Context: an optimization exercise on an open-source flow, tuned for small area and a short achievable clock period. The choices shown serve that exercise and are no tape-out recipe.
The RTL was checked by simulation tests, not by an equivalence proof against the original design.
No activity file was given, so power comes from the tool's default toggle rates.

==> design/flow/design.v <==
module fifo_flagged_ram #(
  parameter int WIDTH  = 8,
  parameter int DEPTH  = 256,
  parameter int ADDR_W = 8
) (
  input  logic              clk,
  input  logic              we,
  input  logic [ADDR_W-1:0] waddr,
  input  logic [WIDTH-1:0]  wdata,
  input  logic [ADDR_W-1:0] raddr,
  output logic [WIDTH-1:0]  rdata
);
  logic [WIDTH-1:0] mem [0:DEPTH-1];
  always_ff @(posedge clk) begin
    if (we) begin
      mem[waddr] <= wdata;
    end
  end
  assign rdata = mem[raddr];
endmodule
module fifo_flagged #(
  parameter int WIDTH    = 8,
  parameter int DEPTH    = 256,
  parameter int AF_LEVEL = DEPTH - 2,
  parameter int AE_LEVEL = 2
) (
  input  logic                           clk,
  input  logic                           reset_n,
  input  logic                           push,
  input  logic                           pop,
  input  logic                           flush,
  input  logic                           clear_err,
  input  logic [WIDTH-1:0]               din,
  output logic [WIDTH-1:0]               dout,
  output logic [$clog2(DEPTH+1)-1:0]     count,
  output logic                           empty,
  output logic                           full,
  output logic                           almost_full,
  output logic                           almost_empty,
  output logic                           overflow,
  output logic                           underflow,
  output logic [$clog2(DEPTH+1)-1:0]     max_level
);
  localparam int CNT_W  = $clog2(DEPTH+1);
  localparam int ADDR_W = ((DEPTH < 2) ? 1 : $clog2(DEPTH));
  localparam logic [CNT_W-1:0] ZERO_C  = {CNT_W{1'b0}};
  localparam logic [CNT_W-1:0] ONE_C   = CNT_W'(1);
  localparam logic [CNT_W-1:0] DEPTH_C = CNT_W'(DEPTH);
  localparam logic [CNT_W-1:0] AF_C    = CNT_W'(AF_LEVEL);
  localparam logic [CNT_W-1:0] AE_C    = CNT_W'(AE_LEVEL);
  localparam logic [ADDR_W-1:0] LAST_A = ADDR_W'(DEPTH - 1);
  localparam logic [ADDR_W-1:0] ONE_A  = ADDR_W'(1);
  logic [ADDR_W-1:0] waddr_r, raddr_r;
  logic [CNT_W-1:0]  count_r, count_nxt_s;
  logic              empty_r, full_r, af_r, ae_r, ovf_r, unf_r;
  logic              pop_ok_s, wr_s, rd_s, ovf_ev_s, unf_ev_s;
  logic [WIDTH-1:0]  dout_s;
  always_comb begin
    pop_ok_s    = pop & ~empty_r;
    wr_s        = push & (~full_r | pop_ok_s) & ~flush;
    rd_s        = pop_ok_s & ~flush;
    ovf_ev_s    = push & full_r & ~pop_ok_s & ~flush;
    unf_ev_s    = pop & empty_r & ~flush;
    count_nxt_s = count_r;
    if (flush) begin
      count_nxt_s = ZERO_C;
    end else if (wr_s & ~rd_s) begin
      count_nxt_s = count_r + ONE_C;
    end else if (rd_s & ~wr_s) begin
      count_nxt_s = count_r - ONE_C;
    end else begin
      count_nxt_s = count_r;
    end
  end
  always_ff @(posedge clk or negedge reset_n) begin
    if (!reset_n) begin
      waddr_r <= {ADDR_W{1'b0}};
      raddr_r <= {ADDR_W{1'b0}};
      count_r <= ZERO_C;
      empty_r <= 1'b1;
      full_r  <= 1'b0;
      af_r    <= (AF_C == ZERO_C);
      ae_r    <= 1'b1;
    end else begin
      if (flush) begin
        waddr_r <= {ADDR_W{1'b0}};
        raddr_r <= {ADDR_W{1'b0}};
      end else begin
        if (wr_s) waddr_r <= (waddr_r == LAST_A) ? {ADDR_W{1'b0}} : waddr_r + ONE_A;
        if (rd_s) raddr_r <= (raddr_r == LAST_A) ? {ADDR_W{1'b0}} : raddr_r + ONE_A;
      end
      count_r <= count_nxt_s;
      empty_r <= (count_nxt_s == ZERO_C);
      full_r  <= (count_nxt_s == DEPTH_C);
      af_r    <= (count_nxt_s >= AF_C);
      ae_r    <= (count_nxt_s <= AE_C);
    end
  end
  always_ff @(posedge clk or negedge reset_n) begin
    if (!reset_n) begin
      ovf_r <= 1'b0;
      unf_r <= 1'b0;
    end else begin
      if (ovf_ev_s) ovf_r <= 1'b1;
      else if (clear_err) ovf_r <= 1'b0;
      if (unf_ev_s) unf_r <= 1'b1;
      else if (clear_err) unf_r <= 1'b0;
    end
  end
  logic [CNT_W-1:0] max_r;
  always_ff @(posedge clk or negedge reset_n) begin
    if (!reset_n) begin
      max_r <= ZERO_C;
    end else if (clear_err) begin
      max_r <= count_nxt_s;
    end else if (count_nxt_s > max_r) begin
      max_r <= count_nxt_s;
    end
  end
  assign max_level = max_r;
  fifo_flagged_ram #(
    .WIDTH (WIDTH),
    .DEPTH (DEPTH),
    .ADDR_W(ADDR_W)
  ) u_ram (
    .clk  (clk),
    .we   (wr_s),
    .waddr(waddr_r),
    .wdata(din),
    .raddr(raddr_r),
    .rdata(dout_s)
  );
  assign dout         = dout_s;
  assign count        = count_r;
  assign empty        = empty_r;
  assign full         = full_r;
  assign almost_full  = af_r;
  assign almost_empty = ae_r;
  assign overflow     = ovf_r;
  assign underflow    = unf_r;
endmodule
==> design/flow/run.sh <==
#!/bin/bash
# synth_recipe.tcl (not shown) runs the flow's synth.tcl, then flattens the netlist and writes it again
# the make line also repeats each setting of config.mk as NAME=value (left out here)
make -C /OpenROAD-flow-scripts/flow DESIGN_CONFIG=/design/flow/config.mk WORK_HOME=/design/flow/orfs CLKGATE_MAP_FILE= SYNTH_SCRIPT=/design/flow/synth_recipe.tcl finish
==> design/flow/config.mk <==
export PLATFORM = sky130hd
export DESIGN_NAME = fifo_flagged
export DESIGN_NICKNAME = fifo_flagged
export VERILOG_FILES = /design/flow/design.v
export SDC_FILE = /design/flow/constraint.sdc
export NUM_CORES = 4
export LEC_CHECK = 0
export CAP_MARGIN = 20
export CORE_MARGIN = 2
export CORE_UTILIZATION = 40
export SETUP_SLACK_MARGIN = 0.3
export SLEW_MARGIN = 20
==> design/flow/constraint.sdc <==
create_clock -name core_clock -period 6.0 [get_ports {clk}]
set_input_delay 1.2000 -clock core_clock [delete_from_list [all_inputs] [get_ports {clk}]]
set_output_delay 1.2000 -clock core_clock [all_outputs]
set_load 0.01 [all_outputs]
==> run_results.csv <==
group,metric,value,unit
status,outcome,"no timing/DRC/antenna violations",
place,dp_cells,6727,
critical_path,crit_path_start,"raddr_r[0]",
place,io_buffers,45,
layout,num-fill-cells,16780,
cts,clkSinkCount,2088,
sta,finClkSkew,0.05592,ns
pwr,powerDensity,343.5,mW/mm^2
floorplanning,start_util,0.4030,
sta,setup-violations-final,0,
critical_path,rrSetupSlack,1.82,ns
synthesis,synthArstFlopShare,0.01916,
synthesis,synth_edf_count,2048,
sta,min_period,5.733,ns
layout,final_nets,4353,
critical_path,crit_arrival,4.53,ns
pwr,leakagePower,28.81,nW
sta,max_freq,0.1744,GHz
hold_path,hp-class,"primary input to async pin",
route,drc,0,
pwr,pwr-share-seq,0.497,
pwr,pwr-share-clk,0.391,
critical_path,worst_path_largest_cell_delay,0.53,ns
pwr,peakVddDrop,0.3108,mV
critical_path,cp-end-kind,"output pin",
grt,grt_pass1_vias,41890,
route,drt_first_iter_violations,5423,
cts,cts_buffer_depth,3,
cts,h-tree-depth,4,
grt,grt_max_degree,173,
route,avgViaCountPerCell,5.907,
synthesis,synth-seq-cells,2088,
floorplanning,die_w,455.5,um
cts,cts_root_buffer,"clkbuf_16",
synthesis,yosys.area_share.simple,0.03092,
synthesis,synth_adder_area_share,0.002455,
synthesis,netlist.area_leader.share,0.7542,
cts,ctsHoldBuffers,0,
critical_path,crit_type,"flop to output pin",
layout,multi_input_area,0.01832,mm^2
synthesis,synthDistinctLibCells,69,
floorplanning,rows,165,
cts,cts_tree,"done",
place,place.gp.congestion,0.8471,
grt,grt_usage,0.2140,
synthesis,synth_flop_cell,"edfxtp_1",
route,vias,42360,
grt,overflow,0,
critical_path,cpMaxStageDelayCell,"dfrtp_4",
critical_path,crit_chain,"buf_12, buf_12, buf_4, mux4_2, o21ai_0, a22oi_1, a22oi_2, o211ai_1, buf_4, clkdlybuf4s50_1",
sta,hold_viol,0,
route,dr.pass1.iters,5,
sta,rsz0062_at_grt,"yes",
synthesis,synth_top_family_by_area,"multiplexers",
floorplanning,die_area,0.2075,mm^2
cts,clk_latency,0.84,ns
layout,final_common_cell,"edfxtp_1",
route,finalWirelength,225.1,mm
sta,finalCritPeriodShare,0.9555,
critical_path,path_max_fanout,12,
sta,final-max-slew-violation-count,0,
grt,grt_pass1_wl,318.1,mm
pwr,swShare,0.2317,
pwr,pwr-share-comb,0.112,
layout,layout_common_cells,"edfxtp_1, mux4_2, nor2_1",
pwr,power_switching,0.007506,W
layout,instances_no_fill,7172,
grt,antenna_found_initial,4,
synthesis,avgSynthCellArea,20.19,um^2
synthesis,yosys.area_share.xor_xnor,0.0009667,
critical_path,reg2reg_from,"empty_r",
route,drtAntennaViolNets,0,
cts,cts_made_buffers,208,
synthesis,muxShareOfSynthArea,0.1511,
place,hpwlAfterDp,133.9,mm
layout,regArea,0.06252,mm^2
critical_path,endpoint,"dout[5]",
floorplanning,coreArea,0.2023,mm^2
critical_path,reg2regPathDepth,12,
layout,drive_gt1_frac,0.2446,
synthesis,synthCells,4039,
synthesis,yosys.area.top_type,"edfxtp_1",
critical_path,r2r-end,"max_r[6]",
sta,worst_pin_slew,1.102,ns
cts,clk_pin_slew,0.06,ns
synthesis,ys_warn_count,2,
synthesis,synth_compound_area_frac,0.03390,
synthesis,yosys-top-cells-area,"edfxtp_1, mux4_2, mux2i_1, nor2_1, dfrtp_1",
floorplanning,die_h,455.5,um
layout,area_growth,15.68,%
synthesis,yosysSeqAreaShare,0.7665,
floorplanning,ioPinCount,46,
route,wl_per_cell,31.38,um
pwr,p_int,0.02490,W
synthesis,synth_area,0.08154,mm^2
critical_path,startpoint_type,"flop",
critical_path,cp.required,4.80,ns
synthesis,syn_nets,4069,
sta,setup-tns-final,0,ns
sta,slew_headroom,0.2624,
flow_run,cap_violations,0,
[per-stage QoR]
stage	total power [W]	hold slack, ns	instance area [um^2]	utilization	setup slack [ns]
4_1_cts	0.03252	0.5066	94020	0.4647	0.2176
2_1_floorplan	0.01849	0.5234	81540	-	1.347
6_report	0.03240	0.3622	94330	0.4662	0.2672
3_5_place_dp	0.01977	0.4910	86540	0.4277	0.1800
5_1_grt	0.03330	0.3662	94320	0.4662	0.2844
3_3_place_gp	0.01975	0.4778	86530	0.4277	0.1168
[synthesized netlist by cell type, types with 16 or more instances]
cell      number
nand3_1       38
o21ai_0       67
nor2b_1       16
mux4_2       436
o22ai_1       33
buf_2         49
nand2_1      123
mux2i_1      235
a211oi_1      27
a221oi_1      32
nor2_1       299
ha_1          16
edfxtp_1    2048
a22oi_1       33
dfrtp_1       38
a21oi_1       77
o221ai_1      40
clkbuf_1     133
inv_1         22
buf_1         47
nand4_1       20
buf_4         16
[layer usage]
layer | up-vias | GRT usage | wire length (um)
met1 | 22650 | 0.3001 | 92460
met4 | 4 | 0.07395 | 7617
met5 | - | 0 | 36
met3 | 359 | 0.04175 | 18600
li1 | 17310 | - | -
met2 | 2037 | 0.3357 | 106400
[registers in the layout (all words and copies together), names as in the netlist]
signal,count
u_ram.mem,2048
count_r,9
max_r,9
raddr_r,8
waddr_r,8
ae_r,1
af_r,1
empty_r,1
full_r,1
ovf_r,1
unf_r,1
[cell type report]
type                            instances  share of cell area
Antenna cell                            2          0.00005306
Clock buffer                          267             0.05798
Clock inverter                        118             0.01207
Inverter                               24            0.001088
Multi-Input combinational cell       1682              0.1942
Sequential cell                      2088              0.6628
Tap cell                             2672             0.03544
Timing Repair Buffer                  319             0.03636
[cells by family (layout without fill, tap and decap cells)]
| family | after synthesis | after routing |
|---|---|---|
| and+or+nand+nor | 571 | 573 |
| AOI/OAI and AO/OA | 400 | 400 |
| muxes | 684 | 684 |
| adders and majority gates | 16 | 16 |
| buffers and inverters | 271 | 728 |
| DFF | 2088 | 2088 |
| xor gates and xnor gates | 9 | 9 |
| other | 0 | 2 |
[what timing repair did]
item                                    CTS  global route
gates cloned                              9             0
buffers inserted                         29            20
resized for setup                        84            34
endpoints found under the setup margin    8             7
pin swaps                                11            10
[power by group through the flow]
stage               combinational, W  sequential [W]  clock [W]
finish                       0.00363          0.0161     0.0127
global route                 0.00383          0.0161     0.0134
CTS                          0.00361          0.0161     0.0128
detailed placement           0.00332          0.0165          0
global placement             0.00330          0.0164          0
floorplan                    0.00209          0.0164          0
[worst min-delay path by stage]
stage	from	to	slack [ns]	depth (start not counted)
5_1_grt	reset_n	max_r[1]	0.37	1
3_3_place_gp	unf_r	unf_r	0.48	1
4_1_cts	ovf_r	ovf_r	0.51	1
2_1_floorplan	waddr_r[5]	waddr_r[5]	0.52	2
6_report	reset_n	count_r[5]	0.36	1
3_5_place_dp	ovf_r	ovf_r	0.49	1
[critical path: cells and delay by family, from the launching register on]
kind	cells	cell delay, ns
AOI/OAI and AO/OA	4	1.32
buffers and inverters	5	1.30
DFF	1	0.53
muxes	1	0.52

what the ideal ports hide:
In the flow no input, the clock included, has a driving cell. The finished layout below was timed again as built, in two steps. Step 1 sets driving cells, clkbuf_16 on the clock port and buf_2 on the other inputs (assumed; they add their load-dependent delay and slew). Step 2 times the ports against the registers' clock, not the clock port: input delays grow and output delays shrink by t, the midpoint of the rising clock arrivals with the driver on. Slacks: ideal / step 1 / step 2; pairs: ideal / step 1.
t (ns): 0.910
setup WS [ns]: 0.267 / 0.183 / 0.546
hold WS [ns]: 0.362 / 0.301 / 0.502
worst setup path after step 2: input to register
slew at the worst register clock pin (ns): 0.07 / 0.07
After both steps setup and hold are still met in this run. The setup slack of this run moves by -0.084 ns with the drivers and by +0.279 ns with both steps.
